From an optimization exercise on the open Yosys and OpenROAD flow, aimed at small area, a short achievable clock period and few clock cycles per item; shortcuts taken in it are not production practice. At most, simulation tests tie the RTL to the original design; equivalence was not proved. No functional check of the RTL was part of run 1.

==> design/flow/flow/run.sh <==
#!/bin/bash
# The standard layout (standard.sh) with two changes to how it is made:
#  - ORFS's repair_timing is asked for extra setup slack beyond the clock
#    constraint (SETUP_SLACK_MARGIN, ns), so it keeps improving paths that
#    already meet the constraint;
#  - the port buffers that ORFS's buffer_ports puts on every input and
#    output use a plain buffer cell (buf_1) instead of its default choice.
# Constraints, clock period and all steps are the standard flow's.
set -euo pipefail
export SETUP_SLACK_MARGIN=7.7
export BUFFER_PORTS_ARGS="-buffer_cell sky130_fd_sc_hd__buf_1"
bash standard.sh > standard_finish.log 2>&1
==> design/flow/standard.sh <==
#!/bin/bash
# synth_recipe.tcl (not shown) runs the flow's synth.tcl, then flattens the netlist and writes it again
# the make line also repeats each setting of config.mk as NAME=value (left out here)
make -C /OpenROAD-flow-scripts/flow DESIGN_CONFIG=/design/flow/config.mk WORK_HOME=/design/flow/orfs CLKGATE_MAP_FILE= SYNTH_SCRIPT=/design/flow/synth_recipe.tcl "${@:-finish}"
==> design/flow/config.mk <==
export PLATFORM = sky130hd
export DESIGN_NAME = valu_seq
export DESIGN_NICKNAME = valu_seq
export VERILOG_FILES = /design/flow/design.v
export SDC_FILE = /design/flow/constraint.sdc
export NUM_CORES = 4
export LEC_CHECK = 0
export CAP_MARGIN = 20
export CORE_MARGIN = 2
export CORE_UTILIZATION = 45
export SLEW_MARGIN = 20
==> design/flow/constraint.sdc <==
create_clock -name core_clock -period 11.5 [get_ports {clk_i}]
set_input_delay 2.3000 -clock core_clock [delete_from_list [all_inputs] [get_ports {clk_i}]]
set_output_delay 2.3000 -clock core_clock [all_outputs]
set_load 0.01 [all_outputs]
==> design/flow/design.v <==
package valu_pkg;
  typedef enum logic [1:0] {
    OP_ADD  = 2'd0,
    OP_SUB  = 2'd1,
    OP_MUL  = 2'd2,
    OP_RSVD = 2'd3
  } valu_op_e;
  typedef enum logic [1:0] {
    ST_IDLE  = 2'd0,
    ST_RUN   = 2'd1,
    ST_DRAIN = 2'd2,
    ST_DONE  = 2'd3
  } valu_state_e;
  localparam int unsigned DRAIN_CYCLES = 2;
  typedef struct packed {
    logic overflow;
    logic zero;
    logic negative;
  } valu_flags_t;
  function automatic logic add_overflow(input logic a_msb, input logic b_msb,
                                        input logic r_msb);
    add_overflow = (a_msb == b_msb) && (r_msb != a_msb);
  endfunction
endpackage
module alu
#(
  parameter int vdw_p    = 32,
  parameter int op_len_p = 2
) (
  input  logic        sub_i,
  input  logic        hinit_i,
  input  logic [31:0] a_i,
  input  logic [31:0] b_i,
  input  logic [3:0]  one_i,
  input  logic [3:0]  two_i,
  input  logic [3:0]  neg_i,
  input  logic [31:0] hv_i,
  input  logic [7:0]  hc_i,
  output logic [31:0] sum_o,
  output logic        ovf_o,
  output logic [7:0]  lo_o,
  output logic [31:0] hv_o,
  output logic [7:0]  hc_o
);
  localparam int W = 40;
  logic [31:0] bx;
  assign bx    = b_i ^ {32{sub_i}};
  assign sum_o = a_i + bx + {31'd0, sub_i};
  assign ovf_o = (a_i[31] == bx[31]) & (sum_o[31] != a_i[31]);
  logic [W-1:0] row [6];
  logic [32:0]  a2;
  logic [31:0]  hv;
  logic [7:0]   hc;
  assign a2 = {a_i[31], a_i};
  assign hv = hinit_i ? 32'd0 : hv_i;
  assign hc = hinit_i ? 8'd0  : hc_i;
  always_comb begin
    for (int r = 0; r < 6; r++) row[r] = '0;
    row[0][31:0] = {~hv[31], hv[30:0]};
    for (int k = 0; k < 4; k++) begin
      for (int i = 0; i < 33; i++) begin
        logic sel;
        sel = (one_i[k] & a2[i]) | (two_i[k] & ((i == 0) ? 1'b0 : a2[i-1]));
        row[k+1][2*k+i] = (i == 32) ? ~(sel ^ neg_i[k]) : (sel ^ neg_i[k]);
      end
    end
    row[2][0] = neg_i[0];
    row[3][2] = neg_i[1];
    row[4][4] = neg_i[2];
    row[5] = 40'hAA_8000_0000;
    row[5][6]  = neg_i[3];
    for (int m = 0; m < 8; m++) row[5][4*m] = hc[m];
  end
  function automatic logic [2*W-1:0] csa(input logic [W-1:0] x,
                                         input logic [W-1:0] y,
                                         input logic [W-1:0] z);
    logic [W-1:0] s, c;
    s = x ^ y ^ z;
    c = ((x & y) | (x & z) | (y & z)) << 1;
    csa = {c, s};
  endfunction
  logic [W-1:0] s1, c1, s2, c2, s3, c3, s4, c4;
  always_comb begin
    {c1, s1} = csa(row[0], row[1], row[2]);
    {c2, s2} = csa(row[3], row[4], row[5]);
    {c3, s3} = csa(s1, c1, s2);
    {c4, s4} = csa(s3, c3, c2);
  end
  logic [4:0] n0, n1a, n1b;
  logic [4:0] blk [8];
  assign n0  = {1'b0, s4[3:0]} + {1'b0, c4[3:0]};
  assign n1a = {1'b0, s4[7:4]} + {1'b0, c4[7:4]};
  assign n1b = {1'b0, s4[7:4]} + {1'b0, c4[7:4]} + 5'd1;
  always_comb begin
    for (int b = 0; b < 8; b++)
      blk[b] = {1'b0, s4[8+4*b +: 4]} + {1'b0, c4[8+4*b +: 4]};
  end
  logic [4:0] n1;
  assign n1   = n0[4] ? n1b : n1a;
  assign lo_o = {n1[3:0], n0[3:0]};
  always_comb begin
    hc_o[0] = n1[4];
    for (int b = 0; b < 8; b++) begin
      hv_o[4*b +: 4] = blk[b][3:0];
      if (b < 7) hc_o[b+1] = blk[b][4];
    end
  end
endmodule
module valu_seq
#(
  parameter int vdw_p    = 32,
  parameter int op_len_p = 2,
  parameter int vlen_p   = 16,
  parameter int vregs_p  = 8
) (
  input  logic                         clk_i,
  input  logic                         reset_n_i,
  input  logic                         cmd_v_i,
  output logic                         cmd_ready_o,
  input  logic [op_len_p-1:0]          cmd_op_i,
  input  logic [$clog2(vlen_p+1)-1:0]  cmd_len_i,
  input  logic [$clog2(vregs_p)-1:0]   cmd_vd_i,
  input  logic [$clog2(vregs_p)-1:0]   cmd_vs1_i,
  input  logic [$clog2(vregs_p)-1:0]   cmd_vs2_i,
  output logic                         rd_v_o,
  output logic [$clog2(vregs_p)-1:0]   rd_reg_a_o,
  output logic [$clog2(vregs_p)-1:0]   rd_reg_b_o,
  output logic [$clog2(vlen_p)-1:0]    rd_el_o,
  input  logic [vdw_p-1:0]             rd_a_i,
  input  logic [vdw_p-1:0]             rd_b_i,
  output logic                         wr_v_o,
  output logic [$clog2(vregs_p)-1:0]   wr_reg_o,
  output logic [$clog2(vlen_p)-1:0]    wr_el_o,
  output logic [vdw_p-1:0]             wr_data_o,
  output logic                         done_o,
  output logic                         flag_overflow_o,
  output logic                         flag_zero_o,
  output logic                         flag_negative_o
);
  localparam int LW = $clog2(vlen_p+1);
  localparam int EW = $clog2(vlen_p);
  localparam int RW = $clog2(vregs_p);
  logic          busy_q, rdv_q, nrdy_q, l0_q, mul_q, sub_q;
  logic [1:0]    bub_q, j_q;
  logic [EW-1:0] el_q;
  logic [RW-1:0] vd_q, vs1_q, vs2_q;
  logic          accept, go, fin_it, finish;
  logic          busy_n, l0_n, mul_n;
  logic [1:0]    bub_n, j_n;
  logic [EW-1:0] el_n;
  assign cmd_ready_o = ~nrdy_q;
  assign accept      = cmd_v_i & ~nrdy_q;
  assign rd_v_o      = rdv_q;
  assign rd_reg_a_o  = vs1_q;
  assign rd_reg_b_o  = vs2_q;
  assign rd_el_o     = el_q;
  assign go     = busy_q & (bub_q == 2'd0);
  assign fin_it = ~mul_q | (j_q == 2'd3);
  assign finish = go & (l0_q | ((el_q == '0) & fin_it));
  always_comb begin
    busy_n = busy_q;
    bub_n  = bub_q;
    el_n   = el_q;
    j_n    = j_q;
    l0_n   = l0_q;
    mul_n  = mul_q;
    if (busy_q && bub_q != 2'd0) begin
      bub_n = bub_q - 2'd1;
    end else if (go) begin
      if (finish) busy_n = 1'b0;
      if (fin_it) begin
        el_n = el_q - EW'(1);
        j_n  = 2'd0;
      end else begin
        j_n  = j_q + 2'd1;
      end
    end
    if (accept) begin
      busy_n = 1'b1;
      l0_n   = (cmd_len_i == '0);
      mul_n  = (cmd_op_i == 2'd2);
      el_n   = EW'(cmd_len_i - LW'(1));
      j_n    = 2'd0;
      bub_n  = (cmd_len_i == LW'(1)) ? 2'd2 :
               (cmd_len_i == LW'(2)) ? 2'd1 : 2'd0;
    end
  end
  logic busy_na, rdv_na, rdy_na;
  logic [1:0]    bub_na, j_na;
  logic [EW-1:0] el_na;
  always_comb begin
    busy_na = busy_q;
    bub_na  = bub_q;
    el_na   = el_q;
    j_na    = j_q;
    if (busy_q && bub_q != 2'd0) begin
      bub_na = bub_q - 2'd1;
    end else if (go) begin
      if (finish) busy_na = 1'b0;
      if (fin_it) begin
        el_na = el_q - EW'(1);
        j_na  = 2'd0;
      end else begin
        j_na  = j_q + 2'd1;
      end
    end
    rdv_na = busy_na & (bub_na == 2'd0) & ~l0_q;
    rdy_na = ~busy_na | ((bub_na == 2'd0) &
             (l0_q | ((el_na == '0) & (~mul_q | (j_na == 2'd3)))));
  end
  always_ff @(posedge clk_i or negedge reset_n_i) begin
    if (!reset_n_i) begin
      busy_q <= 1'b0;
      rdv_q  <= 1'b0;
      nrdy_q <= 1'b0;
    end else begin
      busy_q <= busy_n;
      if (accept) begin
        rdv_q  <= (cmd_len_i >= LW'(3));
        nrdy_q <= (cmd_len_i != '0);
      end else begin
        rdv_q  <= rdv_na;
        nrdy_q <= ~rdy_na;
      end
    end
  end
  always_ff @(posedge clk_i) begin
    bub_q <= bub_n;
    el_q  <= el_n;
    j_q   <= j_n;
    l0_q  <= l0_n;
    mul_q <= mul_n;
    if (accept) begin
      sub_q <= (cmd_op_i == 2'd1);
      vd_q  <= cmd_vd_i;
      vs1_q <= cmd_vs1_i;
      vs2_q <= cmd_vs2_i;
    end
  end
  logic          c_wv, c_last, c_mul, c_sub;
  logic [1:0]    c_j;
  logic [EW-1:0] c_el;
  logic [RW-1:0] c_vd;
  always_ff @(posedge clk_i or negedge reset_n_i) begin
    if (!reset_n_i) begin
      c_wv   <= 1'b0;
      c_last <= 1'b0;
    end else begin
      c_wv   <= go & ~l0_q & fin_it;
      c_last <= finish & busy_q;
    end
  end
  always_ff @(posedge clk_i) begin
    c_mul <= mul_q;
    c_sub <= sub_q;
    c_j   <= j_q;
    c_el  <= el_q;
    c_vd  <= vd_q;
  end
  logic          x_wv, x_last, x_mul, x_sub, x_hinit;
  logic [EW-1:0] x_el;
  logic [RW-1:0] x_vd;
  logic [31:0]   a_q, b_q;
  logic [8:0]    dig;
  logic [3:0]    one_d, two_d, neg_d, one_q, two_q, neg_q;
  always_comb begin
    case (c_j)
      2'd0:    dig = {rd_b_i[7:0], 1'b0};
      2'd1:    dig = rd_b_i[15:7];
      2'd2:    dig = rd_b_i[23:15];
      default: dig = rd_b_i[31:23];
    endcase
    for (int k = 0; k < 4; k++) begin
      one_d[k] = dig[2*k+1] ^ dig[2*k];
      two_d[k] = (dig[2*k+2] & ~dig[2*k+1] & ~dig[2*k]) |
                 (~dig[2*k+2] & dig[2*k+1] & dig[2*k]);
      neg_d[k] = dig[2*k+2];
    end
  end
  always_ff @(posedge clk_i or negedge reset_n_i) begin
    if (!reset_n_i) begin
      x_wv   <= 1'b0;
      x_last <= 1'b0;
    end else begin
      x_wv   <= c_wv;
      x_last <= c_last;
    end
  end
  always_ff @(posedge clk_i) begin
    a_q     <= rd_a_i;
    b_q     <= rd_b_i;
    one_q   <= one_d;
    two_q   <= two_d;
    neg_q   <= neg_d;
    x_mul   <= c_mul;
    x_sub   <= c_sub;
    x_hinit <= (c_j == 2'd0);
    x_el    <= c_el;
    x_vd    <= c_vd;
  end
  logic [31:0] sum, hv, h_q;
  logic [7:0]  lo;
  logic [7:0]  hc, hc_q;
  logic        sum_ovf;
  logic [31:0] r_q;
  alu #(
    .vdw_p    (vdw_p),
    .op_len_p (op_len_p)
  ) u_alu (
    .sub_i   (x_sub),
    .hinit_i (x_hinit),
    .a_i     (a_q),
    .b_i     (b_q),
    .one_i   (one_q),
    .two_i   (two_q),
    .neg_i   (neg_q),
    .hv_i    (h_q),
    .hc_i    (hc_q),
    .sum_o   (sum),
    .ovf_o   (sum_ovf),
    .lo_o    (lo),
    .hv_o    (hv),
    .hc_o    (hc)
  );
  logic          w_wv, w_last, w_mul, w_aovf, done_q;
  logic [EW-1:0] w_el;
  logic [RW-1:0] w_vd;
  logic          acc_ovf_q, acc_zero_q, acc_neg_q;
  always_ff @(posedge clk_i or negedge reset_n_i) begin
    if (!reset_n_i) begin
      w_wv   <= 1'b0;
      w_last <= 1'b0;
    end else begin
      w_wv   <= x_wv;
      w_last <= x_last;
    end
  end
  always_ff @(posedge clk_i) begin
    h_q    <= hv;
    hc_q   <= hc;
    r_q    <= x_mul ? {lo, r_q[31:8]} : sum;
    w_aovf <= sum_ovf;
    w_mul  <= x_mul;
    w_el   <= x_el;
    w_vd   <= x_vd;
  end
  assign wr_v_o    = w_wv;
  assign wr_reg_o  = w_vd;
  assign wr_el_o   = w_el;
  assign wr_data_o = r_q;
  logic [31:0] hi;
  logic e_ovf, e_zero, e_neg;
  logic b_ovf, b_zero, b_neg;
  logic [31:0] hcw;
  always_comb begin
    hcw = '0;
    for (int m = 0; m < 8; m++) hcw[4*m] = hc_q[m];
  end
  assign hi = h_q + hcw;
  assign e_ovf  = w_mul ? ~((&hi & r_q[31]) | ~(|hi | r_q[31])) : w_aovf;
  assign e_zero = (r_q == '0);
  assign e_neg  = r_q[31];
  assign b_ovf  = done_q ? 1'b0 : acc_ovf_q;
  assign b_zero = done_q ? 1'b1 : acc_zero_q;
  assign b_neg  = done_q ? 1'b0 : acc_neg_q;
  always_ff @(posedge clk_i or negedge reset_n_i) begin
    if (!reset_n_i) begin
      done_q     <= 1'b0;
      acc_ovf_q  <= 1'b0;
      acc_zero_q <= 1'b1;
      acc_neg_q  <= 1'b0;
    end else begin
      done_q     <= w_last;
      acc_ovf_q  <= b_ovf  | (w_wv & e_ovf);
      acc_zero_q <= b_zero & (~w_wv | e_zero);
      acc_neg_q  <= b_neg  | (w_wv & e_neg);
    end
  end
  assign done_o          = done_q;
  assign flag_overflow_o = acc_ovf_q;
  assign flag_zero_o     = acc_zero_q;
  assign flag_negative_o = acc_neg_q;
endmodule
==> results of run 1 <==
placed cells by master (no fill, tap or decap), drive strengths merged, types with 5 or more instances in the layout:
master,netlist,routed
clkbuf,88,31
a22oi,125,125
and3,7,7
o21ai,69,69
dfrtp,12,12
nand2,84,84
or3,5,5
nand2b,43,43
inv,154,156
a41oi,5,5
buf,22,160
a21o,32,32
xnor2,106,106
clkinv,0,7
a211oi,13,13
mux4,8,8
xor2,126,126
o21a,5,5
nor2b,26,26
a21oi,58,58
a211o,6,6
mux2,11,11
o31ai,8,8
nand3,22,22
and4,8,8
nor3,16,16
edfxtp,12,12
dfxtp,186,186
fa,108,108
nor2,37,37
ha,123,123
a31oi,9,9
nor4,13,13
nand4,17,17
mux2i,5,5
and2,6,6
worst paths after layout:
check / from / to / depth (start not counted)
max: a_q[5] / r_q[29] / 12
max reg2reg: a_q[5] / r_q[29] / 12
min reg2reg: c_el[2] / x_el[2] / 0
min in group asynchronous: reset_n_i / w_last / 1
max in group asynchronous: reset_n_i / w_wv / 1
min: c_el[2] / x_el[2] / 0
logic make-up (layout without fill, tap and decap cells):
kind of cell,count (synthesis),in the layout
XOR/XNOR,232,232
adder cells (fa/ha/maj),231,231
buffers and inverters,264,360
AND/OR/NAND/NOR,302,302
flip-flops,211,211
AO/OA/AOI/OAI,368,368
multiplexers,24,24
cell type report:
class	count	area, um^2
clock buffer	31	668
clock inverter	12	116
fill	3201	16800
inverter	154	578
multi-input combinational	1157	10400
sequential	211	4440
tap	455	569
timing repair buffer	163	901
synth_stat cells (5+ instances only):
master | number | area [um^2]
dfxtp_1 | 186 | 3720
inv_1 | 154 | 578
xor2_1 | 126 | 1100
a22oi_1 | 124 | 931
ha_1 | 123 | 1540
fa_1 | 108 | 2160
xnor2_1 | 106 | 928
nand2_1 | 84 | 315
clkbuf_1 | 70 | 263
o21ai_0 | 68 | 340
a21oi_1 | 58 | 290
nand2b_1 | 43 | 269
nor2_1 | 37 | 139
a21o_1 | 32 | 240
nor2b_1 | 26 | 163
nand3_1 | 22 | 110
clkbuf_2 | 18 | 90.1
nand4_1 | 17 | 106
nor3_1 | 16 | 80.1
buf_1 | 14 | 52.6
nor4_1 | 13 | 81.3
a211oi_1 | 12 | 90.1
dfrtp_1 | 12 | 300
edfxtp_1 | 12 | 360
mux2_2 | 10 | 113
a31oi_1 | 8 | 50.1
and4_1 | 8 | 70.1
mux4_2 | 8 | 180
and3_1 | 7 | 43.8
o31ai_1 | 7 | 52.6
a211o_1 | 6 | 52.6
and2_1 | 6 | 37.5
buf_2 | 6 | 30.0
a41oi_1 | 5 | 43.8
mux2i_1 | 5 | 50.1
o21a_1 | 5 | 37.5
repair_timing:
item                                    CTS  global route
endpoints found under the setup margin   22            23
gates resized for setup                  27            34
pin swaps                                 9            16
cloned                                    3             0
buffers inserted                         10             1
per-stage QoR:
| stage | utilization, % | cell area [um^2] |
|---|---|---|
| 2_1_floorplan | - | 15700 |
| 3_3_place_gp | 47.6 | 16400 |
| 3_5_place_dp | 47.6 | 16400 |
| 4_1_cts | 50.7 | 17500 |
| 5_1_grt | 51.2 | 17700 |
| 6_report | 51.2 | 17700 |
registers in the layout, summed over array words and instances, names as in the netlist, 2 cells and up:
| signal | count |
|---|---|
| bub_q | 2 |
| h_q | 32 |
| hc_q | 8 |
| c_el | 4 |
| w_el | 4 |
| w_vd | 3 |
| vs2_q | 3 |
| two_q | 4 |
| c_j | 2 |
| vd_q | 3 |
| j_q | 2 |
| neg_q | 4 |
| el_q | 4 |
| x_el | 4 |
| one_q | 4 |
| b_q | 32 |
| c_vd | 3 |
| vs1_q | 3 |
| r_q | 32 |
| x_vd | 3 |
| a_q | 32 |
layer usage:
layer / wire length (um) / global-route usage (%) / vias to the layer above
met4: 1440 / 7.78 / 2
met2: 18900 / 37.2 / 390
met5: 16 / 0 / -
met3: 2520 / 2.67 / 77
met1: 18400 / 31.0 / 5758
li1: - / - / 5776
==> qor.yml, run 1 <==
clk_pin_slew_ps: 60
first_pass_iters: 5
htree_levels: 1
min_period_ps: 4040
routedWlPerCell_um: 18.9
hold_class: "reg -> reg"
dp_cells: 2126
grt_max_degree: 66
antenna_cells: 0
synth_edf_count: 12
synth_area_um2: 15700
routed_wirelength_mm: 41.3
yosys.area_share.xor_xnor_pct: 13.0
cp_slowest_cell: "fa_1"
die_w_um: 191
avgViaCountPerCell: 5.50
arrival_ps: 4460
cp_cell_sequence: "a22oi_2, xnor2_1, fa_1, inv_2, fa_1, fa_1, inv_2, fa_1, ha_1, mux2_4, a211o_1, a211o_1"
critical_path.max_stage_delay_ps: 550
relSlewSlack_pct: 27.1
cts.sinks: 211
num_vias: 12003
ys_types: 80
rsz0062_at_grt: "true"
preCtsSetupSlack_ps: 7010
crit_fanout: 9
critPathTopFamily: "adder cells"
dr.first_iter.drc_count: 720
cts_tree: "done"
start_kind: "flop"
synth_compound_area_share_pct: 16.2
area_delta_synth_final_pct: 12.7
synth.ff_latch_count: 211
grt_pass1_wl_mm: 64.4
overflow: 0
fin_hold_ws_ps: 323
syn-mean-instance-area_um2: 9.60
worstPathRequired_ps: 11920
synthAdderAreaFrac_pct: 23.6
ant_nets: 0
syn_nets: 1946
cts_buffers: 24
core_area_um2: 34500
max_freq_mhz: 248
yosys.area_share.simple_pct: 10.2
crit_path_end_kind: "flop"
drc: 0
dp_hpwl_mm: 31.3
worstMarginPinSlew_ps: 1090
first_global_vias: 11876
finalSetupViolCount: 0
synth_top_family_by_area: "adder cells"
reg2reg_slack_ps: 7460
async_flop_share_pct: 6.16
die_area_um2: 36300
crit_type: "reg -> reg"
yosys_warnings: 4
fin_crit_sh_pct: 35.1
clk_latency_ps: 530
instances_no_fill: 2183
drive_gt1_share_pct: 8.16
fin_tns_setup_ps: 0
maxSlewViolCount: 0
cpMostUsedCell: "fa_1"
ys.flop_type: "dfxtp_1"
holdBufCountCts: 0
hold_viol: 0
antenna_found_initial: 2
gp_congestion: 0.866
ys_seq_area_share_pct: 28.1
grt_usage_pct: 22.7
skew_ps: 17.6
status: "no timing/DRC/antenna violations"
rows: 68
cts_buffer_depth: 3
cp_num_buf_inv: 2
maxCapViolations: 0
setup_ws_ps: 7460
synth_mux_area_share_pct: 2.28
syn_inst: 1632
layout.nets: 2025
ios: 139
initial_core_util_pct: 45.5
portBuffers: 138
die_y_um: 191
root_buffer: "clkbuf_16"
==> run 2: changes to the inputs <==
--- a/design/flow/design.v
+++ b/design/flow/design.v
@@ -185,29 +185,6 @@
                (cmd_len_i == LW'(2)) ? 2'd1 : 2'd0;
     end
   end
-  logic busy_na, rdv_na, rdy_na;
-  logic [1:0]    bub_na, j_na;
-  logic [EW-1:0] el_na;
-  always_comb begin
-    busy_na = busy_q;
-    bub_na  = bub_q;
-    el_na   = el_q;
-    j_na    = j_q;
-    if (busy_q && bub_q != 2'd0) begin
-      bub_na = bub_q - 2'd1;
-    end else if (go) begin
-      if (finish) busy_na = 1'b0;
-      if (fin_it) begin
-        el_na = el_q - EW'(1);
-        j_na  = 2'd0;
-      end else begin
-        j_na  = j_q + 2'd1;
-      end
-    end
-    rdv_na = busy_na & (bub_na == 2'd0) & ~l0_q;
-    rdy_na = ~busy_na | ((bub_na == 2'd0) &
-             (l0_q | ((el_na == '0) & (~mul_q | (j_na == 2'd3)))));
-  end
   always_ff @(posedge clk_i or negedge reset_n_i) begin
     if (!reset_n_i) begin
       busy_q <= 1'b0;
@@ -215,13 +192,9 @@
       nrdy_q <= 1'b0;
     end else begin
       busy_q <= busy_n;
-      if (accept) begin
-        rdv_q  <= (cmd_len_i >= LW'(3));
-        nrdy_q <= (cmd_len_i != '0);
-      end else begin
-        rdv_q  <= rdv_na;
-        nrdy_q <= ~rdy_na;
-      end
+      rdv_q  <= busy_n & (bub_n == 2'd0) & ~l0_n;
+      nrdy_q <= ~(~busy_n | ((bub_n == 2'd0) &
+                 (l0_n | ((el_n == '0) & (~mul_n | (j_n == 2'd3))))));
     end
   end
   always_ff @(posedge clk_i) begin
==> design/flow/flow/run.sh (replaced) <==
#!/bin/bash
# The standard layout (standard.sh), with ORFS's repair_timing asked
# for extra setup slack beyond the clock constraint (SETUP_SLACK_MARGIN,
# in ns). Constraints, clock and steps are the standard flow's.
set -euo pipefail
export SETUP_SLACK_MARGIN=7.5
bash standard.sh > standard_finish.log 2>&1
==> run 2 against run 1 <==
  * Setup slack better by 130 ps
  * Sequential share of layout area down 0.85 points
  * Highest routed layer is now met4
==> qor.yml, run 2 <==
drive_gt1_share_pct: 6.82  # -1.3 points
synth_edf_count: 10  # -2
ys.flop_type: "dfxtp_1"
yosys.area.top_type: "dfxtp_1"
synth_common_cells: "188 x dfxtp_1, 159 x inv_1, 126 x a22oi_1, 122 x ha_1, 118 x xor2_1"
syn_nets: 1922  # -1.2%
hold_path_depth: 0  # unchanged
synth.ff_latch_count: 211  # unchanged
gp_congestion: 0.863  # -0.29%
cts_buffers: 24  # unchanged
overflow: 0  # unchanged
final_cell_mix: "174 x dfxtp_1, 159 x inv_1, 138 x clkdlybuf4s50_1, 124 x a22oi_1, 122 x ha_1"
start_kind: "flop"
yosys_warnings: 4  # unchanged
clk_latency_ps: 530  # about the same
arrival_ps: 1610  # -2850 ps
initial_core_util_pct: 45.5  # about the same
rows: 68  # unchanged
num_vias: 11788  # -1.8%
ant_nets: 0  # unchanged
ys_seq_area_share_pct: 28.2  # about the same
synth_area_um2: 15600  # -0.50%
hp-start: "c_el[2]"
setup_ws_ps: 7590  # +125 ps
maxCapViolations: 0  # unchanged
reg2reg_from: "h_q[5]"
relSlewSlack_pct: 34.1  # +7.0 points
avgViaCountPerCell: 5.46  # -0.61%
grt_max_degree: 63  # -4.5%
worstMarginPinSlew_ps: 988  # -105 ps
multi_input_area_um2: 10100  # -2.3%
crit_fanout: 2  # -7
yosysMostFrequentCell: "dfxtp_1"
max_freq_mhz: 256  # +3.2%
cp_num_buf_inv: 1  # -1
syn_inst: 1609  # -1.4%
portBuffers: 138  # unchanged
async_flop_share_pct: 6.16  # unchanged
grt_usage_pct: 22.8  # +0.14 points
synthTopCellsByArea: "dfxtp_1 24%, fa_1 14%, ha_1 9.8%"
first_global_vias: 11961  # +0.72%
status: "no timing/DRC/antenna violations"
cts_buffer_depth: 3  # unchanged
hold-path-endpoint: "x_el[2]"
crit_path_end_kind: "primary output"
critical_path.max_stage_delay_ps: 550  # about the same
preCtsSetupSlack_ps: 6870  # -143 ps
post-route-util_pct: 53.0  # +1.8 points
crit_path_start: "acc_zero_q"
cp_cell_sequence: "clkdlybuf4s50_1"
critPathTopFamily: "flip-flops"
crit_type: "reg -> out"
root_buffer: "clkbuf_16"
finalSetupViolCount: 0  # unchanged
fin_hold_ws_ps: 322  # -0.864 ps
dr.first_iter.drc_count: 846  # +18%
rr_endpoint: "r_q[29]"
ios: 139  # unchanged
die_y_um: 190  # -0.25%
routedWlPerCell_um: 19.2  # +1.4%
layout.nets: 1997  # -1.4%
cts.sinks: 211  # unchanged
regArea_um2: 4420  # -0.48%
first_pass_iters: 5  # unchanged
rsz0062_at_grt: "false"
reg2reg_slack_ps: 7640  # +180 ps
die_area_um2: 36100  # -0.49%
skew_ps: 26.0  # +8.35 ps
min_period_ps: 3910  # -125 ps
area_delta_synth_final_pct: 16.6
fill_cells: 3079  # -3.8%
clk_pin_slew_ps: 60  # about the same
fin_tns_setup_ps: 0  # unchanged
hold_class: "reg -> reg"
fin_crit_sh_pct: 34.0  # -1.1 points
die_w_um: 190  # -0.25%
hold_viol: 0  # unchanged
core_area_um2: 34300  # -0.49%
routed_wirelength_mm: 41.4  # +0.24%
cp_slowest_cell: "dfstp_2"
layout_commonest_cell: "dfxtp_1"
ys_types: 85  # +6.3%
grt_pass1_wl_mm: 64.9  # +0.74%
worstPathRequired_ps: 9200  # -2720 ps
cts_tree: "done"
drc: 0  # unchanged
dp_hpwl_mm: 31.7  # +1.2%
synth_top_area_share_pct: 24.1  # +0.38 points
maxSlewViolCount: 0  # unchanged
htree_levels: 1  # unchanged
reg2reg_depth: 11  # -1
syn-mean-instance-area_um2: 9.69  # +0.92%
antenna_found_initial: 0  # -2
## run 2: final cells by class
class / instances / area share [%]
Antenna cell: 1 / 0.0138
Clock buffer: 36 / 4.11
Clock inverter: 7 / 0.413
Inverter: 160 / 3.31
Multi-Input combinational cell: 1133 / 55.8
Sequential cell: 211 / 24.3
Tap cell: 455 / 3.13
Timing Repair Buffer: 154 / 8.94
## run 2: logic make-up after synthesis
kind of cell             share of synthesized area, %
flip-flops                                       28.2
AO/OA/AOI/OAI                                    15.2
XOR/XNOR                                         13.2
AND/OR/NAND/NOR                                  10.5
buffers and inverters                            6.92
multiplexers                                     2.38
adder cells (fa/ha/maj)                          23.7
## run 2: timing repair
action	4_1_cts	5_1_grt
endpoints found under the setup margin	14	5
gates resized for setup	14	17
cloned	0	2
pin swaps	0	7
hold buffers	0	0
setup buffers	2	1
## run 2: through the flow
| step | instances | cell area, um^2 |
|---|---|---|
| final | 2157 | 18200 |
| after floorplan | 1609 | 15600 |
| after global routing | 2156 | 18200 |
| after detailed placement | 2108 | 17200 |
| after global placement | 2108 | 17200 |
| after CTS | 2153 | 18000 |
## run 2: layer usage
layer | part of all wire (%) | up-vias | global-route usage (%) | wire length, um
met1 | 45 | 5700 | 31.5 | 18500
met4 | 2.9 | 0 | 6.80 | 1200
met2 | 46 | 390 | 36.9 | 19000
met3 | 6.5 | 69 | 3.54 | 2690
li1 | - | 5629 | - | -
met5 | 0 | - | 0 | 0
## run 2: worst max-delay path by stage
stage          cells past startpoint          end  slack, ps
2_1_floorplan                     14      r_q[29]       7520
3_3_place_gp                      12      r_q[29]       6940
3_5_place_dp                      12      r_q[29]       6870
4_1_cts                           11      r_q[29]       7470
5_1_grt                           14      hc_q[5]       7500
6_report                           1  flag_zero_o       7590
## run 2: worst register-to-register path, cell delays in order, from the launching register on
cell	delay (ps)
dfxtp_1	530
nor2b_1	370
fa_1	490
inv_1	90
fa_1	440
fa_1	520
inv_1	80
fa_2	580
ha_1	240
mux2_2	260
nand2_1	70
o21ai_1	70
Testbench counts of run 2, summed over its fixed seeds: cycles 8,665, items 5,408.
==> run 3: changes to the inputs <==
==> design/flow/flow/run.sh (replaced) <==
#!/bin/bash
# The standard layout (standard.sh), with ORFS's repair_timing asked
# for extra setup slack beyond the clock constraint (SETUP_SLACK_MARGIN,
# in ns). Constraints, clock and steps are the standard flow's.
set -euo pipefail
export SETUP_SLACK_MARGIN=8.0
bash standard.sh > standard_finish.log 2>&1
==> run 3 against run 2 <==
  * Still clean
  * Critical path depth up 11
  * Sequential share of layout area shrank 0.81 points
  * Routed wire length grew 3.0%
  * Synthesized cell count stayed put
  * Worst hold slack hardly changed
  * Non-clock buffer count increased by 47
  * Global-route usage increased by 0.54 points
  * Maximum frequency increased by 6.3%
  * Final cell count grew 2.3%
  * Critical path type is now reg -> reg
==> qor.yml, run 3 <==
status: "no timing/DRC/antenna violations"
num_vias: 11909  # +1.0%
ios: 139  # unchanged
arrival_ps: 4080  # +2470 ps
rr_endpoint: "r_q[29]"
avgViaCountPerCell: 5.40  # -1.3%
maxSlewViolCount: 0  # unchanged
final_cell_mix: "147 x inv_1, 129 x dfxtp_1, 112 x ha_1, 110 x xnor2_1, 108 x xor2_1"
dp_hpwl_mm: 31.2  # -1.6%
fin_hold_ws_ps: 322  # +0.439 ps
place_area_um2: 17200  # about the same
antenna_found_initial: 1  # +1
first_pass_iters: 6  # +1
crit_type: "reg -> reg"
syn-mean-instance-area_um2: 9.69  # unchanged
fin_tns_setup_ps: 0  # unchanged
grt_pass1_wl_mm: 65.8  # +1.4%
core_area_um2: 34300  # unchanged
drc: 0  # unchanged
start_kind: "flop"
relSlewSlack_pct: 31.9  # -2.2 points
synth_top_area_share_pct: 24.1  # unchanged
grt_usage_pct: 23.3  # +0.54 points
portBuffers: 138  # unchanged
synth.ff_latch_count: 211  # unchanged
yosysMostFrequentCell: "dfxtp_1"
syn_inst: 1609  # unchanged
fin_crit_sh_pct: 32.0  # -2.0 points
ys_seq_area_share_pct: 28.2  # unchanged
cts_tree: "done"
maxCapViolations: 0  # unchanged
clk_pin_slew_ps: 60  # about the same
holdBufCountCts: 0  # unchanged
crit_path_end_kind: "flop"
cts_buffers: 25  # +4.2%
cts_buffer_depth: 3  # unchanged
die_area_um2: 36100  # unchanged
crit_fanout: 20  # +18
layout_commonest_cell: "inv_1"
skew_ps: 15.5  # -10.5 ps
finalSetupViolCount: 0  # unchanged
routedWlPerCell_um: 19.3  # +0.71%
ys.flop_type: "dfxtp_1"
overflow: 0  # unchanged
yosys.area.top_type: "dfxtp_1"
reg2reg_slack_ps: 7820  # +180 ps
min_period_ps: 3680  # -231 ps
rsz0062_at_grt: "true"
htree_levels: 1  # unchanged
ant_nets: 0  # unchanged
worstMarginPinSlew_ps: 1020  # +33.1 ps
first_global_vias: 11956  # -0.042%
synth_edf_count: 10  # unchanged
grt_max_degree: 63  # unchanged
die_w_um: 190  # unchanged
drive_gt1_share_pct: 19.9  # +13 points
hp-start: "x_vd[1]"
hold_class: "reg -> reg"
async_flop_share_pct: 6.16  # unchanged
area_delta_synth_final_pct: 23.0
routed_wirelength_mm: 42.6  # +3.0%
yosys_warnings: 4  # unchanged
reg2reg_depth: 12  # +1
rows: 68  # unchanged
hold-path-endpoint: "w_vd[1]"
hold_viol: 0  # unchanged
max_freq_mhz: 272  # +6.3%
dr.first_iter.drc_count: 827  # -2.2%
synthTopCellsByArea: "dfxtp_1 24%, fa_1 14%, ha_1 9.8%"
hold_path_depth: 0  # unchanged
gp_congestion: 0.888  # +2.9%
die_y_um: 190  # unchanged
root_buffer: "clkbuf_16"
synth_common_cells: "188 x dfxtp_1, 159 x inv_1, 126 x a22oi_1, 122 x ha_1, 118 x xor2_1"
clk_latency_ps: 550  # +20 ps
initial_core_util_pct: 45.5  # unchanged
reg2reg_from: "x_hinit"
worstPathRequired_ps: 11890  # +2690 ps
synth_area_um2: 15600  # unchanged
ys_types: 85  # unchanged
design_area_um2: 19200  # +5.4%
layout.nets: 2045  # +2.4%
cts.sinks: 211  # unchanged
post-route-util_pct: 55.9  # +2.9 points
syn_nets: 1922  # unchanged
## run 3: cells by family after synthesis
kind of cell | synth area share (%)
compound gates | 15.2
simple gates | 10.5
buf+inv | 6.92
xor+xnor | 13.2
fa+ha+maj | 23.7
flops | 28.2
mux | 2.38
## run 3: final cells by class
cell class              count  area (um^2)
inverters                 160          608
clock inverters            15          193
well taps                 455          569
flip-flops and latches    211         4500
multi-input cells        1133        10700
fillers                  3012        15100
repair buffers            201         1980
clock buffers              31          658
diodes                      1         2.50
## run 3: worst max-delay path by stage
| stage | slack, ps | start | depth (start not counted) | end |
|---|---|---|---|---|
| final | 7820 | x_hinit | 12 | r_q[29] |
| after global routing | 7680 | two_q[0] | 13 | r_q[29] |
| after CTS | 7780 | two_q[0] | 13 | r_q[29] |
| after detailed placement | 6990 | one_q[1] | 12 | r_q[29] |
| after global placement | 7100 | one_q[1] | 12 | r_q[29] |
| after floorplan | 7900 | one_q[1] | 14 | r_q[29] |
## run 3: critical path: stages, from the launching register on
cell and delay (ps):
dfxtp_2 420, buf_12 180, nor2b_2 90, fa_1 560, inv_2 40, fa_1 470, fa_1 540, inv_2 50
fa_2 570, ha_4 200, mux2_2 250, nand2_1 60, o21ai_1 80
## run 3: metrics by stage
| stage | std cells | setup WS [ps] |
|---|---|---|
| after floorplan | 1609 | 7900 |
| after global placement | 2106 | 7100 |
| after detailed placement | 2106 | 6990 |
| after CTS | 2182 | 7780 |
| after global routing | 2206 | 7680 |
| final | 2207 | 7820 |
## run 3: per-layer routing
metal | part of all wire (%) | track usage (%)
met1 | 45 | 32.0
met2 | 46 | 38.3
met3 | 6.8 | 3.87
met4 | 2.4 | 6.02
met5 | 0 | 0
## run 3: what timing repair did
item	in CTS	in global routing
gates resized for setup	220	144
pin swaps	28	52
setup buffers	29	23
endpoints found under the setup margin	107	67
cloned	1	1
==> run 4: changes to the inputs <==
==> design/flow/run.sh (new file) <==
#!/bin/bash
# synth_recipe.tcl (not shown) runs the flow's synth.tcl, then flattens the netlist and writes it again
# the make line also repeats each setting of config.mk as NAME=value (left out here)
make -C /OpenROAD-flow-scripts/flow DESIGN_CONFIG=/design/flow/config.mk WORK_HOME=/design/flow/orfs CLKGATE_MAP_FILE= SYNTH_SCRIPT=/design/flow/synth_recipe.tcl finish
--- a/design/flow/config.mk
+++ b/design/flow/config.mk
@@ -8,4 +8,6 @@
 export CAP_MARGIN = 20
 export CORE_MARGIN = 2
 export CORE_UTILIZATION = 45
+export SETUP_SLACK_MARGIN = 5
 export SLEW_MARGIN = 20
+export TNS_END_PERCENT = 3
removed: design/flow/flow/run.sh
removed: design/flow/standard.sh
==> run 4 against run 3 <==
  * Via count is 2.5% lower
  * Synthesized cell count stayed put
  * Routed wire length is 6.4% lower
  * Critical endpoint unchanged
  * First-iteration DRC count is 4.8% lower
  * Highest routed layer unchanged
  * Non-clock buffer count is 51 lower
  * Register-to-register slack worse by 610 ps
  * Sequential share of layout area is 1.1 points higher
  * Still clean
  * Worst hold slack better by 2.4 ps
==> qor.yml, run 4 <==
crit_path_end_kind: "flop"
routedWlPerCell_um: 18.6  # -3.9%
crit_type: "reg -> reg"
initial_core_util_pct: 45.5  # unchanged
maxCapViolations: 0  # unchanged
cts_buffer_depth: 3  # unchanged
yosys.area.top_type: "dfxtp_1"
reg2reg_depth: 11  # -1
cts_tree: "done"
rsz0062_at_grt: "false"
dr.first_iter.drc_count: 787  # -4.8%
critical_path.max_stage_delay_ps: 940  # +370 ps
rows: 68  # unchanged
first_global_vias: 11674  # -2.4%
ys_types: 85  # unchanged
synth_common_cells: "188 x dfxtp_1, 159 x inv_1, 126 x a22oi_1, 122 x ha_1, 118 x xor2_1"
die_area_um2: 36100  # unchanged
status: "no timing/DRC/antenna violations"
arrival_ps: 4650  # +570 ps
grt_max_degree: 63  # unchanged
num_vias: 11613  # -2.5%
ys.flop_type: "dfxtp_1"
synthTopCellsByArea: "dfxtp_1 24%, fa_1 14%, ha_1 9.8%"
drc: 0  # unchanged
layout_commonest_cell: "dfxtp_1"
instances_no_fill: 2150  # -2.6%
multi_input_area_um2: 10100  # -5.0%
syn-mean-instance-area_um2: 9.69  # unchanged
yosysMostFrequentCell: "dfxtp_1"
avgViaCountPerCell: 5.40  # about the same
cp_slowest_cell: "dfxtp_2"
dp_hpwl_mm: 31.3  # +0.27%
clk_pin_slew_ps: 60  # about the same
grt_usage_pct: 22.3  # -1.0 points
htree_levels: 1  # unchanged
finalSetupViolCount: 0  # unchanged
syn_inst: 1609  # unchanged
gp_congestion: 0.872  # -1.8%
root_buffer: "clkbuf_16"
skew_ps: 11.0  # -4.50 ps
synth_top_area_share_pct: 24.1  # unchanged
die_w_um: 190  # unchanged
cts_setup_buffers: 0  # -100%
hold_viol: 0  # unchanged
preCtsSetupSlack_ps: 6900  # -85.7 ps
async_flop_share_pct: 6.16  # unchanged
grt_pass1_wl_mm: 63.9  # -2.9%
layout.nets: 1992  # -2.6%
die_y_um: 190  # unchanged
setup_ws_ps: 7210  # -607 ps
syn_nets: 1922  # unchanged
synth.ff_latch_count: 211  # unchanged
clk_latency_ps: 520  # -30 ps
worstPathRequired_ps: 11860  # -30 ps
fin_tns_setup_ps: 0  # unchanged
dp_cells: 2109  # +0.14%
crit_path_start: "neg_q[0]"
min_period_ps: 4290  # +607 ps
ant_nets: 0  # unchanged
critPathTopFamily: "adder cells"
ys_seq_area_share_pct: 28.2  # unchanged
fill_cells: 3136  # +4.1%
holdBufCountCts: 0  # unchanged
cp_cell_sequence: "xnor2_1, fa_1, inv_1, fa_1, fa_1, inv_1, fa_1, ha_1, mux2_2, nand2_1, o21ai_0"
cts_buffers: 23  # -8.0%
final_cell_mix: "181 x dfxtp_1, 159 x inv_1, 138 x clkdlybuf4s50_1, 126 x a22oi_1, 122 x ha_1"
reg2reg_from: "neg_q[0]"
overflow: 0  # unchanged
endpoint: "r_q[29]"
maxSlewViolCount: 0  # unchanged
antenna_cells: 0  # -1
fin_hold_ws_ps: 325  # +2.39 ps
relSlewSlack_pct: 33.2  # +1.2 points
first_pass_iters: 5  # -1
regArea_um2: 4400  # -2.3%
cpMostUsedCell: "fa_1"
reg2reg_slack_ps: 7210  # -610 ps
antenna_found_initial: 0  # -1
synth_area_um2: 15600  # unchanged
cts_resized: 0  # -100%
hold_class: "reg -> reg"
yosys_warnings: 4  # unchanged
routed_wirelength_mm: 39.9  # -6.4%
fin_crit_sh_pct: 37.3  # +5.3 points
area_delta_synth_final_pct: 14.7
portBuffers: 138  # unchanged
core_area_um2: 34300  # unchanged
crit_fanout: 33  # +65%
synth_edf_count: 10  # unchanged
start_kind: "flop"
rr_endpoint: "r_q[29]"
drive_gt1_share_pct: 5.55  # -14 points
cp_num_buf_inv: 2  # -1
crit_cells: 11  # -1
ios: 139  # unchanged
worstMarginPinSlew_ps: 1000  # -18.6 ps
cts.sinks: 211  # unchanged
post-route-util_pct: 52.1  # -3.8 points
max_freq_mhz: 233  # -14%
==> run 4: changes by cell type in the layout (fill, tap and decap cells not counted), sizes merged <==
cell / change
buf: -55
bufinv: -2
clkbuf: -21
clkdlybuf4s15: -17
clkdlybuf4s50: +58
clkinv: -2
diode: -1
dlygate4sd2: -17
==> run 4: per-stage QoR <==
stage | instance area, um^2
global route | 17900
detailed placement | 17200
finish | 17900
global placement | 17200
CTS | 17900
floorplan | 15600
==> run 4: per-layer routing <==
metal,track usage (%),vias to the layer above,wire length [um]
met3,2.86,47,2340
met4,5.46,0,924
li1,-,5619,-
met2,35.9,339,18100
met5,0,-,0
met1,31.9,5608,18600
==> run 4: cell families after synthesis <==
logic type	after synthesis	synth area share [%]
compound gates	341	15.2
xor+xnor	235	13.2
fa+ha+maj	230	23.7
buf+inv	265	6.92
flops	211	28.2
mux	26	2.38
simple gates	301	10.5
==> run 4: cell type report <==
| class | count | share of cell area [%] |
|---|---|---|
| clock buffers | 30 | 3.48 |
| inverters | 160 | 3.36 |
| well taps | 455 | 3.18 |
| repair buffers | 150 | 8.23 |
| flip-flops and latches | 211 | 24.6 |
| multi-input cells | 1133 | 56.6 |
| clock inverters | 11 | 0.539 |
==> run 4: worst min-delay path by stage <==
stage | startpoint | cells past startpoint | endpoint
3_5_place_dp | c_el[0] | 0 | x_el[0]
2_1_floorplan | x_el[0] | 0 | w_el[0]
5_1_grt | c_el[3] | 0 | x_el[3]
6_report | x_vd[1] | 0 | w_vd[1]
4_1_cts | c_el[0] | 0 | x_el[0]
3_3_place_gp | c_mul | 0 | x_mul

re-timing with driven ports:
The flow's constraints put no driver on any port. The routed layouts listed below were extracted and timed again, unchanged, in two steps. Step 1 sets driving cells, clkbuf_16 on the clock port and buf_2 on the other inputs (assumed; they add their load-dependent delay and slew). Step 2 times the ports against the registers' clock, not the clock port: input delays grow and output delays shrink by t, the midpoint of the rising clock arrivals with the driver on. Three values: no drivers, after step 1, after step 2; two values: the first two.
| run | shift t [ns] | setup slack, ns | worst slew at a driven data input, ns |
|---|---|---|---|
| run 1 | 0.577 | 7.463 / 7.463 / 7.463 | 0.04 |
| run 2 | 0.568 | 7.588 / 7.537 / 7.137 | 0.07 |
| run 3 | 0.595 | 7.819 / 7.819 / 7.533 | 0.05 |
| run 4 | 0.565 | 7.212 / 7.212 / 6.921 | 0.07 |
After both steps every run listed still meets setup and hold. The setup slack of run 2, which loses most, moves by -0.051 ns with the drivers and by -0.451 ns with both steps.
